From an optimization exercise on the open Yosys and OpenROAD flow, aimed at a short achievable clock period and few clock cycles; shortcuts taken in it are not production practice. In this exercise RTL edits were held to simulation tests only and were not proved equivalent to the original. Power and IR drop assume default switching activity.

Setup of the reference run:
Design mips_cpu_harvard, start of the top module:
module mips_cpu_harvard #(
	parameter mips_pkg::word_t RESET_VECTOR = 32'hBFC0_0000
) (
	input  logic        clk,
	input  logic        reset,
	output logic        active,
	output logic [31:0] register_v0,
	input  logic        clk_enable,
	output logic [31:0] instr_address,
	input  logic [31:0] instr_readdata,
	output logic [31:0] data_address,
	output logic        data_write,
	output logic        data_read,
	output logic [31:0] data_writedata,
	input  logic [31:0] data_readdata
);
Size: roughly 200 I/O pins, about 73000 sq um of cells after synthesis.
clock: 11.0 ns
lec_check: 0
cap_margin: 20
core_margin: 2
core_utilization: 40
place_density: 0.6
setup_slack_margin: 5
slew_margin: 20
synth_hierarchical: 1
standard.sh (not shown) runs the stock make flow with config.mk's settings and CLKGATE_MAP_FILE= SYNTH_SCRIPT=/design/flow/synth_recipe.tcl, a recipe that flattens the netlist after the stock synthesis.
==> flow/flow/run.sh <==
#!/bin/bash
set -uo pipefail
bash standard.sh SETUP_SLACK_MARGIN=6.3 finish > standard.log 2>&1
Testbench counts of the reference run, summed over its fixed seeds: cycles 37,145.
What the trial run does differently from the reference run at the input level:
--- a/flow/design.v
+++ b/flow/design.v
@@ -310,27 +310,31 @@
 		.sum  (branch_target),
 		.cout ()
 	);
 	assign jump_target   = {pc_plus4[31:28], jump_index, 2'b00};
 	always_ff @(posedge clk) begin
 		if (reset) begin
-			pc_seq        <= RESET_VECTOR;
-			take_branch   <= 1'b0;
-			take_redirect <= 1'b0;
+			pc_seq      <= RESET_VECTOR;
+			pc_redirect <= RESET_VECTOR;
+			take_branch <= 1'b0;
 		end else if (advance) begin
 			if (hold)      pc_seq <= pc;
 			else if (is_j) pc_seq <= jump_target;
 			else           pc_seq <= pc_plus4;
-			take_branch   <= predict_taken && !hold;
+			pc_redirect <= redirect_pc;
+			take_branch <= predict_taken && !hold;
+		end
+	end
+	always_ff @(posedge clk) begin
+		if (advance) begin
 			take_redirect <= redirect;
 		end
 	end
 	always_ff @(posedge clk) begin
 		if (advance) begin
-			pc_branch   <= branch_target;
-			pc_redirect <= redirect_pc;
+			pc_branch <= branch_target;
 		end
 	end
 endmodule
 `default_nettype wire
 `timescale 1ns/1ps
 `default_nettype none
@@ -404,12 +408,14 @@
 	mips_pkg::word_t     d_opb;
 	mips_pkg::shamt_t    e_shamt;
 	mips_pkg::reg_addr_t e_wa;       
 	logic                e_ld;
 	logic                e_st;
 	logic                e_jr;
+	logic                e_valid;
+	mips_pkg::word_t     e_pc4;
 	logic                x_halt;
 	mips_pkg::word_t     x_result;
 	mips_pkg::word_t     x_g [6];
 	mips_pkg::word_t     x_p [6];
 	mips_pkg::word_t     x_sum;
 	logic                x_signed_lt;
@@ -520,23 +526,26 @@
 	assign d_redirect_pc = d_jr ? d_a : d_pred ? d_pc4 : d_btarget;
 	always_ff @(posedge clk) begin
 		if (reset) begin
 			e_wa   <= 5'd0;
 			e_ld   <= 1'b0;
 			e_st   <= 1'b0;
-			e_jr   <= 1'b0;
+			e_jr    <= 1'b0;
+			e_valid <= 1'b0;
 		end else if (advance) begin
 			e_wa   <= d_enter ? d_wa : 5'd0;
 			e_ld   <= d_enter && d_ld;
 			e_st   <= d_enter && d_st;
-			e_jr   <= d_enter && d_jr;
+			e_jr    <= d_enter && d_jr;
+			e_valid <= d_enter;
 		end
 	end
 	always_ff @(posedge clk) begin
 		if (advance) begin
 			e_alu_sel <= d_alu_sel;
+			e_pc4     <= d_pc4;
 			e_a       <= d_a;
 			e_b       <= d_b;
 			e_opb     <= d_opb;
 			e_opb_add <= d_alu_sel.sub ? ~d_opb : d_opb;
 			e_shamt   <= d_ir[10:6];
 		end
@@ -563,13 +572,14 @@
 	                  ({32{e_alu_sel.or_}}  & (e_a | e_opb)) |
 	                  ({32{e_alu_sel.xor_}} & (e_a ^ e_opb)) |
 	                  ({32{e_alu_sel.sll}}  & (e_opb << e_shamt)) |
 	                  ({32{e_alu_sel.srl}}  & (e_opb >> e_shamt)) |
 	                  ({32{e_alu_sel.pass}} & e_opb) |
 	                  {31'd0, (e_alu_sel.slt & x_signed_lt) | (e_alu_sel.sltu & x_unsigned_lt)};
-	assign x_halt = (d_valid && d_pc4 == 32'd4) || (e_jr && e_a == '0);
+	assign x_halt = (d_valid && d_pc4 == 32'd4 && e_wa == 5'd0 && !e_ld && !e_st) ||
+	                (e_valid && e_pc4 == 32'd4) || (e_jr && e_a == '0);
 	always_ff @(posedge clk) begin
 		if (reset) begin
 			active <= 1'b1;
 		end else if (advance && x_halt) begin
 			active <= 1'b0;    
 		end
@@ -577,15 +587,15 @@
 	always_ff @(posedge clk) begin
 		if (reset) begin
 			m_wa <= 5'd0;
 			m_rd <= 1'b0;
 			m_wr <= 1'b0;
 		end else if (advance) begin
-			m_wa <= e_wa;
-			m_rd <= e_ld;
-			m_wr <= e_st;
+			m_wa <= x_halt ? 5'd0 : e_wa;
+			m_rd <= e_ld && !x_halt;
+			m_wr <= e_st && !x_halt;
 		end
 	end
 	always_ff @(posedge clk) begin
 		if (advance) begin
 			m_result <= x_result;
 			m_sd     <= e_b;
Results
The reference run → the trial run: power shows an increase of about 0.6%, sequential power shows an increase of about 2%, worst hold slack shows an increase of 0.032 ns, portion of total power attributed to combinational logic shows an increase of 0.8 points.
Compared the trial run vs the reference run, and total number of vias is up in the trial run.
Testbench counts of the trial run, summed over its fixed seeds: cycles 37,145.

## what the ideal ports hide
In the flow no input, the clock included, has a driving cell. The finished layouts below were timed again as built, in two steps.
Step 1 assumes that a clkbuf_16 drives the clock port and a buf_2 every other input.
Step 2 times the ports against the registers' clock, not the clock port: input delays grow and output delays shrink by t, the midpoint of the rising clock arrivals with the driver on.
a / b / c = ideal / step 1 / step 2; a / b = the first two.
| run | t (ns) | setup WS [ns] | hold WS [ns] |
|---|---|---|---|
| the reference run | 0.916 | 6.101 / 6.053 / 5.362 | 0.372 / 0.372 / 0.372 |
| the trial run | 0.917 | 6.068 / 6.068 / 5.384 | 0.403 / 0.403 / 0.403 |
After both steps every run listed still meets setup and hold. For the reference run, which loses most, drivers alone change the setup slack by -0.048 ns; drivers and shift together by -0.739 ns.
